This design comes from an exercise in tuning for a short achievable clock period and few clock cycles on the open sky130 flow, not from production work.
At most, simulation tests tie the RTL to the original design; equivalence was not proved.
Power figures rest on the tool's default switching activity, not on a simulated workload.

==> inputs of run G <==
==> flow/design.v (excerpt) <==
module mips_core (
    input  logic                   clk,
    input  logic                   reset,
    output logic [$clog2(256)-1:0]  imem_addr,
    input  logic [32-1:0]  imem_data,
    output logic                   dmem_wr_en,
    output logic                   dmem_rd_en,
    output logic [32-1:0]  dmem_addr,
    output logic [32-1:0]  dmem_wdata,
    input  logic [32-1:0]  dmem_rdata,
    output logic                   wb_valid,
    output logic [5-1:0] wb_addr,
    output logic [32-1:0]  wb_data
);
Settings: LEC_CHECK=0, ABC_CLOCK_PERIOD_IN_PS=2000, CAP_MARGIN=20, CORE_MARGIN=2, CORE_UTILIZATION=36, SETUP_SLACK_MARGIN=4.2, SLEW_MARGIN=20, TNS_END_PERCENT=100; clock period 7.0 ns.
run.sh (not shown) runs the stock make flow with config.mk's settings and CLKGATE_MAP_FILE= SYNTH_SCRIPT=/design/flow/synth_recipe.tcl, a recipe that flattens the netlist after the stock synthesis.
==> run A (differences from run G) <==
CORE_UTILIZATION = 30   (was 36)
==> run summary <==
item                                                                            run A           run G
Final critical delay including setup and external delays                      2.92 ns         2.93 ns
Combined area of the multi-input logic cells                               39500 um^2      39500 um^2
Die Width                                                                      552 um          504 um
Sum of met3 wire segment lengths after detailed routing                       26.8 mm         28.0 mm
Number of global-route vias before repair                                       61354           60960
Arrival @ worst endpoint                                                      3.66 ns         3.65 ns
Routed wire length on met2                                                     134 mm          137 mm
Count of buffering cells on the critical path with inverters included               0               1
Met1 WL                                                                        122 mm          121 mm
Switching share of total power                                                  22.2%           22.4%
Reported clock group power                                                   0.0116 W        0.0113 W
DRC violation total after the first TritonRoute iteration                        7398            7911
Part of the cycle the worst path needs                                          41.7%           41.9%
Result of the run                                                      finished clean  finished clean
Worst vdd ir                                                               0.000279 V      0.000189 V
End of the critical path                                                        stall          s_t_rf
Fill cells                                                                      28856           23018
Routing usage on met2                                                           29.6%           35.9%
Setup slack of the worst register-to-register path                            4.08 ns         4.07 ns
Max Clock Freq                                                                342 MHz         341 MHz
Portion of the layout cell area used by non-clock buffers                       3.49%           3.95%
Pin count of the biggest net entering global routing                              194             206
Pre-CTS worst setup slack                                                     3.08 ns         3.27 ns
DR vias/cell                                                                     5.42            5.74
Testbench counts of run G, summed over its fixed seeds: cycles 21,402.
Testbench counts of run A, summed over its fixed seeds: cycles 21,402.

---

==> inputs of zinc <==
mips_core, a different RTL version from the one above (not shown whole).
export LEC_CHECK = 0
export ABC_CLOCK_PERIOD_IN_PS = 2000
export CAP_MARGIN = 20
export CORE_MARGIN = 2
export CORE_UTILIZATION = 40
export SETUP_SLACK_MARGIN = 4.6
export SLEW_MARGIN = 20
export TNS_END_PERCENT = 100
create_clock -name core_clock -period 7.0 [get_ports {clk}]
==> inputs of xenon, as changes to zinc <==
--- a/flow/design.v
+++ b/flow/design.v
@@ -237,25 +237,28 @@
     end
     assign carry = {g[LEVELS][N-2:0], cin};
     assign sum   = p0 ^ carry;
 endmodule
 module alu (
-    input  logic                   op_sum,    
+    input  logic                   op_add,    
+    input  logic                   op_sub,
     input  logic                   op_and,
     input  logic                   op_or,
     input  logic                   op_slt,
-    input  logic                   cin,
     input  logic [32-1:0]  a,
-    input  logic [32-1:0]  b,         
+    input  logic [32-1:0]  b,
     output logic [32-1:0]  result,
     output logic [32-1:0]  sum
 );
     localparam int N = 32;
-    logic set_lt;
-    ks_adder #(.N(N), .INVERT_B(1'b0)) i_add (.a(a), .b(b), .cin(cin), .sum(sum));
-    assign set_lt = (a[N-1] == b[N-1]) ? a[N-1] : sum[N-1];
-    assign result = ({N{op_sum}} & sum)
+    logic [N-1:0] diff;
+    logic         set_lt;
+    ks_adder #(.N(N), .INVERT_B(1'b0)) i_add (.a(a), .b(b), .cin(1'b0), .sum(sum));
+    ks_adder #(.N(N), .INVERT_B(1'b1)) i_sub (.a(a), .b(b), .cin(1'b1), .sum(diff));
+    assign set_lt = (a[N-1] ^ b[N-1]) ? a[N-1] : diff[N-1];
+    assign result = ({N{op_add}} & sum)
+                  | ({N{op_sub}} & diff)
                   | ({N{op_and}} & (a & b))
                   | ({N{op_or}}  & (a | b))
                   | {{(N-1){1'b0}}, op_slt & set_lt};
 endmodule
 `default_nettype wire
@@ -279,12 +282,12 @@
     localparam int PCW  = $clog2(256);
     localparam int RAW  = 5;
     logic [PCW-1:0]  pc;            
     logic [PCW-1:0]  pc_plus1;      
     logic            reset_q;       
-    logic            e_op_sum;
-    logic            e_cin;         
+    logic            e_op_add;
+    logic            e_op_sub;
     logic            e_op_and;
     logic            e_op_or;
     logic            e_op_slt;
     logic            e_load;
     logic            e_store;
@@ -383,33 +386,33 @@
     always_ff @(posedge clk) begin
         reset_q <= reset;
     end
     always_ff @(posedge clk) begin
         if (reset || stall) begin
-            e_op_sum <= 1'b0;
-            e_cin    <= 1'b0;
+            e_op_add <= 1'b0;
+            e_op_sub <= 1'b0;
             e_op_and <= 1'b0;
             e_op_or  <= 1'b0;
             e_op_slt <= 1'b0;
             e_load   <= 1'b0;
             e_store  <= 1'b0;
             e_br     <= 1'b0;
             e_dst    <= '0;
         end else begin
-            e_op_sum <= (d_alu & ~d_and & ~d_or) | d_imm_b;
-            e_cin    <= d_sub;
+            e_op_add <= (d_alu & ~d_sub & ~d_and & ~d_or) | d_imm_b;
+            e_op_sub <= d_sub & d_alu;
             e_op_and <= d_and;
             e_op_or  <= d_or;
             e_op_slt <= d_slt;
             e_load   <= d_lw;
             e_store  <= d_sw;
             e_br     <= d_beq;
             e_dst    <= d_dst;
         end
     end
     logic            a_alu, a_mem, a_rf;
-    logic            b_alu, b_mem, b_rf, b_imm, b_inv;
+    logic            b_alu, b_mem, b_rf, b_imm;
     logic            t_alu, t_mem, t_rf;
     logic [XLEN-1:0] alu_result;
     logic [XLEN-1:0] alu_sum;
     logic [XLEN-1:0] m_val;
     assign a_alu = rs_from_mem;
@@ -417,28 +420,24 @@
     assign a_rf  = !rs_from_mem && !rs_from_wb && !reset_q;
     assign t_alu = rt_from_mem;
     assign t_mem = rt_from_wb;
     assign t_rf  = !rt_from_mem && !rt_from_wb && !reset_q;
     assign b_imm = d_imm_b;
-    assign b_inv = d_sub;
     assign b_alu = t_alu && !d_imm_b;
     assign b_mem = t_mem && !d_imm_b;
     assign b_rf  = t_rf  && !d_imm_b;
     always_ff @(posedge clk) begin
         e_target    <= d_target;
         e_target_p1 <= d_target_p1;
         e_a <= ({XLEN{a_alu}} & alu_result) | ({XLEN{a_mem}} & m_val) | ({XLEN{a_rf}} & rf_rd1);
-        e_b <= ({XLEN{b_alu && !b_inv}} & alu_result) | ({XLEN{b_alu && b_inv}} & ~alu_result)
-             | ({XLEN{b_mem && !b_inv}} & m_val)      | ({XLEN{b_mem && b_inv}} & ~m_val)
-             | ({XLEN{b_rf  && !b_inv}} & rf_rd2)     | ({XLEN{b_rf  && b_inv}} & ~rf_rd2)
-             | ({XLEN{b_imm}} & d_imm)
-             | {XLEN{b_inv && reset_q && !rt_from_mem && !rt_from_wb}};
+        e_b <= ({XLEN{b_alu}} & alu_result) | ({XLEN{b_mem}} & m_val) | ({XLEN{b_rf}} & rf_rd2)
+             | ({XLEN{b_imm}} & d_imm);
         e_t <= ({XLEN{t_alu}} & alu_result) | ({XLEN{t_mem}} & m_val) | ({XLEN{t_rf}} & rf_rd2);
     end
     alu i_alu (
-        .op_sum (e_op_sum),
-        .cin    (e_cin),
+        .op_add (e_op_add),
+        .op_sub (e_op_sub),
         .op_and (e_op_and),
         .op_or  (e_op_or),
         .op_slt (e_op_slt),
         .a      (e_a),
         .b      (e_b),
Settings changed: ABC_CLOCK_PERIOD_IN_PS 2000 to 2500, SETUP_SLACK_MARGIN 4.6 to 4.
==> run summary <==
| item | xenon | zinc |
|---|---|---|
| Worst reg2reg setup slack | 3.05 ns | 3.75 ns |
| Power Clock | 7.95 mW | 7.69 mW |
| Count of distinct cell types in the synthesized netlist | 85 | 87 |
| Netlist area before placement | 70500 um^2 | 70400 um^2 |
| Post-Place Setup Slack | 1.44 ns | 1.75 ns |
| Static leakage power | 32.3 nW | 32.6 nW |
| Post-CTS Setup Repair Bufs | 190 | 281 |
| Cells after synthesis | 5054 | 5087 |
| Number of global-route vias before repair | 49200 | 49600 |
| Combinational share of power | 17.8% | 15.2% |
| Critical path's slowest cell | or4_4 | a2111oi_1 |
| Register area | 37200 um^2 | 37300 um^2 |
| Clock power share | 37.9% | 38.7% |
| Power Combinational | 3.73 mW | 3.02 mW |
| Worst Hold Launch | e_t[28] | e_t[26] |
| Post-Route Hold Slack | 0.378 ns | 0.356 ns |
| Overall routing resource usage | 31.8% | 31.1% |
| Post-cts gate resize count | 658 | 1243 |
| Power Dens Cells | 240 nW/um^2 | 224 nW/um^2 |
| Required time of the worst setup path | 7.70 ns | 7.66 ns |
| Status | no timing/DRC/antenna violations | no timing/DRC/antenna violations |
| Post-layout util | 49.8% | 50.4% |
| Clock Skew | 0.0326 ns | 0.0314 ns |
| Die width | 424 um | 424 um |
No run of this note included a check of the RTL's function; only the layout flow was run.

---

==> job 4311: inputs <==
mips_core, a different RTL version from the one above (not shown whole).
Settings: LEC_CHECK=0, ABC_CLOCK_PERIOD_IN_PS=2500, CAP_MARGIN=20, CORE_MARGIN=2, CORE_UTILIZATION=40, SETUP_SLACK_MARGIN=4, SLEW_MARGIN=20, TNS_END_PERCENT=100; clock period 7.0 ns.
==> job 4425 (differences from job 4311) <==
--- a/flow/config.mk
+++ b/flow/config.mk
@@ -6,9 +6,6 @@
 export NUM_CORES = 4
 export LEC_CHECK = 0
-export ABC_CLOCK_PERIOD_IN_PS = 2500
 export CAP_MARGIN = 20
 export CORE_MARGIN = 2
 export CORE_UTILIZATION = 40
-export SETUP_SLACK_MARGIN = 4
 export SLEW_MARGIN = 20
-export TNS_END_PERCENT = 100
==> summary of the runs <==
Of job 4425 and job 4311, job 4311 has the higher register-to-register slack (gap 1200 ps). Between job 4311 and job 4425, the lower maximum frequency is in job 4425 (gap 23%, measured against job 4425). Against job 4311, the hold slack of job 4425 is better by 8.1 ps. In job 4311 the critical path depth is higher than in job 4425, by 2. In die area, job 4311 and job 4425 do not differ. In job 4311 the cell count is larger than in job 4425, by about 7%. Against job 4311, the via count of job 4425 is lower by about 9%. Between job 4311 and job 4425, the lower sequential power is in job 4311 (gap about 1%, measured against job 4425). Of job 4311 and job 4425, job 4311 has the higher combinational power (gap about 53%, measured against job 4425).
==> figures <==
Status: job 4311 no timing/DRC/antenna violations; job 4425 no timing/DRC/antenna violations
Final estimated routing congestion in global placement: job 4311 0.931; job 4425 0.924
Routed wire per std cell: job 4311 36.2 µm; job 4425 33.7 µm
Fraction of power consumed by sequential logic: job 4311 0.416; job 4425 0.459
Post-route met1 wirelength: job 4311 105000 µm; job 4425 95400 µm
Number of instances in the placed design: job 4311 7758; job 4425 7745
Reg-to-Reg Start: job 4311 id_ex[9]; job 4425 mem_wb[4]
Proportion of cell area spent on the clock network: job 4311 0.0511; job 4425 0.0575
Non-Filler Cell Area, Final: job 4311 0.0923 mm²; job 4425 0.0812 mm²
Maximum single-stage delay on the critical path: job 4311 570 ps; job 4425 640 ps
Switching part of the total power: job 4311 0.295; job 4425 0.282
Placed wire-length estimate after detailed placement: job 4311 172000 µm; job 4425 163000 µm
Routed met2 length: job 4311 139000 µm; job 4425 125000 µm
Wire length of the first global-routing pass: job 4311 422000 µm; job 4425 377000 µm
Layout Skew: job 4311 33.4 ps; job 4425 27.7 ps
End of the worst hold path: job 4311 id_ex[23]; job 4425 id_ex[24]
Initial DRC Count: job 4311 8163; job 4425 7540
Worst-case headroom to the max-slew limit: job 4311 0.177; job 4425 0.145
Utilization of the core after routing: job 4311 0.515; job 4425 0.454
Power per Cell Area: job 4311 246 mW/mm²; job 4425 257 mW/mm²
Testbench counts of job 4311, summed over its fixed seeds: cycles 21,792.
Testbench counts of job 4425, summed over its fixed seeds: cycles 21,792.

---

==> inputs of run K <==
mips_core, a different RTL version from the one above (not shown whole).
## mips_core
module mips_core (
    input  logic                   clk,
    input  logic                   reset,
    output logic [$clog2(256)-1:0]  imem_addr,
    input  logic [32-1:0]  imem_data,
    output logic                   dmem_wr_en,
    output logic                   dmem_rd_en,
    output logic [32-1:0]  dmem_addr,
    output logic [32-1:0]  dmem_wdata,
    input  logic [32-1:0]  dmem_rdata,
    output logic                   wb_valid,
    output logic [5-1:0] wb_addr,
    output logic [32-1:0]  wb_data
);
clock: 7.0 ns
lec_check: 0
abc_clock_period_in_ps: 2000
cap_margin: 20
core_margin: 2
core_utilization: 30
setup_slack_margin: 4.2
slew_margin: 20
tns_end_percent: 100
==> run D: changes against run K <==
--- a/flow/design.v
+++ b/flow/design.v
@@ -318,11 +318,12 @@
     logic [PCW-1:0]  e_target;
     logic [PCW-1:0]  e_target_p1;
     logic [RAW-1:0]  e_dst;         
     logic [XLEN-1:0] e_a;           
     logic [XLEN-1:0] e_b;           
-    logic [XLEN-1:0] e_z;           
+    logic [XLEN-1:0] e_x;           
+    logic [XLEN-1:0] e_o;           
     logic [XLEN-1:0] e_t;           
     logic            e_t_m;         
     logic            m_op_sum;
     logic            m_op_and;
     logic            m_op_or;
@@ -449,11 +450,12 @@
     assign d_target    = d_pcn + d_instr[PCW-1:0];
     assign d_target_p1 = d_target + 1'b1;
     assign d_same      = (d_rs == d_rt);
     assign d_zero_ex   = e_op_sum
                          && (((d_rt == '0) && rs_hits_ex) || ((d_rs == '0) && rt_hits_ex));
-    assign sum_is_zero = (e_z == '0);
+    assign sum_is_zero = e_cin ? (e_x == '1)
+                               : ((e_x ^ {e_o[XLEN-2:0], 1'b0}) == '0);
     assign d_br_here   = d_same || d_zero_ex;
     assign d_taken     = d_beq && (d_same || (d_zero_ex && sum_is_zero));
     logic            f_alu, f_slt, f_addi, f_lw, f_sw, f_beq;
     logic            f_sub, f_and, f_or;
     logic            f_uses_rs, f_uses_rt;
@@ -639,13 +641,12 @@
     end
     assign next_a = ({XLEN{s_a_ex}} & x_logic) | ({XLEN{s_a_mem}} & m_val)  | ({XLEN{s_a_wb}} & w_res)
                   | ({XLEN{s_a_wb2}} & w2_res) | ({XLEN{s_a_wb3}} & w3_res)
                   | ({XLEN{s_a_rf}} & rf_rd1);
     always_ff @(posedge clk) begin
-        e_z <= b_inv ? ~(next_a ^ next_b)
-             : d_beq ? (next_a ^ next_b)
-             : ((next_a ^ next_b) ^ {(next_a[XLEN-2:0] | next_b[XLEN-2:0]), 1'b0});
+        e_x <= next_a ^ next_b;
+        e_o <= next_a | next_b;
     end
     always_ff @(posedge clk) begin
         e_target    <= d_target;
         e_target_p1 <= d_target_p1;
         e_a <= next_a;
@@ -671,11 +672,11 @@
         .a   (e_a),
         .b   (e_b),
         .cin (e_cin),
         .sum (x_sum)
     );
-    assign mispredict = e_br && (e_z == '0);
+    assign mispredict = e_br && (e_x == '0);
     always_ff @(posedge clk) begin
         if (reset) begin
             m_load  <= 1'b0;
             m_store <= 1'b0;
             m_dst   <= '0;
==> out/qor.csv <==
metric,value,unit
Combinational Power,763,uW
pin count of the biggest net entering global routing,215,
routability-driven placement congestion ratio,0.8961,
met2 Use GR,29.51,%
Initial Utilization,30.19,%
GR Util All Layers,18.68,%
post-layout util,34.58,%
hold slack,0.3285,ns
max_slew headroom,18.57,%
Power Total,25.13,mW
routed wire length on met2,133500,um
DIE HEIGHT,553.7,um
placed cells,11020,
status,finished clean,
# the run above: run D

==> out/qor.csv <==
metric,value,unit
status,finished clean,
met2 Use GR,29.68,%
placed cells,10950,
pin count of the biggest net entering global routing,210,
Power Total,25.07,mW
Initial Utilization,30.13,%
hold slack,0.3401,ns
post-layout util,34.88,%
DIE HEIGHT,550.0,um
GR Util All Layers,18.83,%
Combinational Power,798,uW
routed wire length on met2,132500,um
# the run above: run K

Testbench counts of run K, summed over its fixed seeds: cycles 21,402.
Testbench counts of run D, summed over its fixed seeds: cycles 21,402.

-- static timing again, ports no longer ideal --
No port has a modelled driver above. Below, the same layouts with a new extraction and two added sets of constraints. Step 1, drivers: a clkbuf_16 drives clk and a buf_2 each remaining input, both assumed. Step 2, shift: input delay + t, output delay - t, t = (earliest + latest rising clock arrival at the registers) / 2. This alone moves slack from input paths to output paths. Slacks: no drivers / after step 1 / after step 2; pairs: no drivers / after step 1.
| run | shift t [ns] | slack for setup (ns) | latest minus earliest clock arrival (ns) | worst register clock-pin slew, ns | worst data-port slew with drivers (ns) |
|---|---|---|---|---|---|
| run G | 0.950 | 4.067 / 4.067 / 3.209 | 0.038 / 0.038 | 0.07 / 0.07 | 0.09 |
| run A | 0.950 | 4.080 / 4.080 / 3.203 | 0.043 / 0.044 | 0.07 / 0.07 | 0.06 |
| zinc | 0.906 | 3.748 / 3.241 / 2.335 | 0.032 / 0.032 | 0.07 / 0.07 | 0.81 |
| xenon | 0.896 | 3.053 / 2.884 / 1.988 | 0.035 / 0.036 | 0.07 / 0.07 | 0.61 |
| job 4311 | 0.895 | 1.824 / 1.824 / 1.824 | 0.038 / 0.038 | 0.07 / 0.07 | 0.08 |
| job 4425 | 0.885 | 0.630 / 0.630 / 0.630 | 0.037 / 0.037 | 0.07 / 0.07 | 0.06 |
| run K | 0.961 | 4.057 / 4.057 / 3.309 | 0.038 / 0.038 | 0.07 / 0.07 | 0.07 |
| run D | 0.959 | 4.202 / 4.112 / 3.336 | 0.047 / 0.047 | 0.06 / 0.06 | 0.07 |
After both steps setup and hold are still met in every run listed. The setup slack of zinc, which loses most, moves by -0.507 ns with the drivers and by -1.413 ns with both steps.
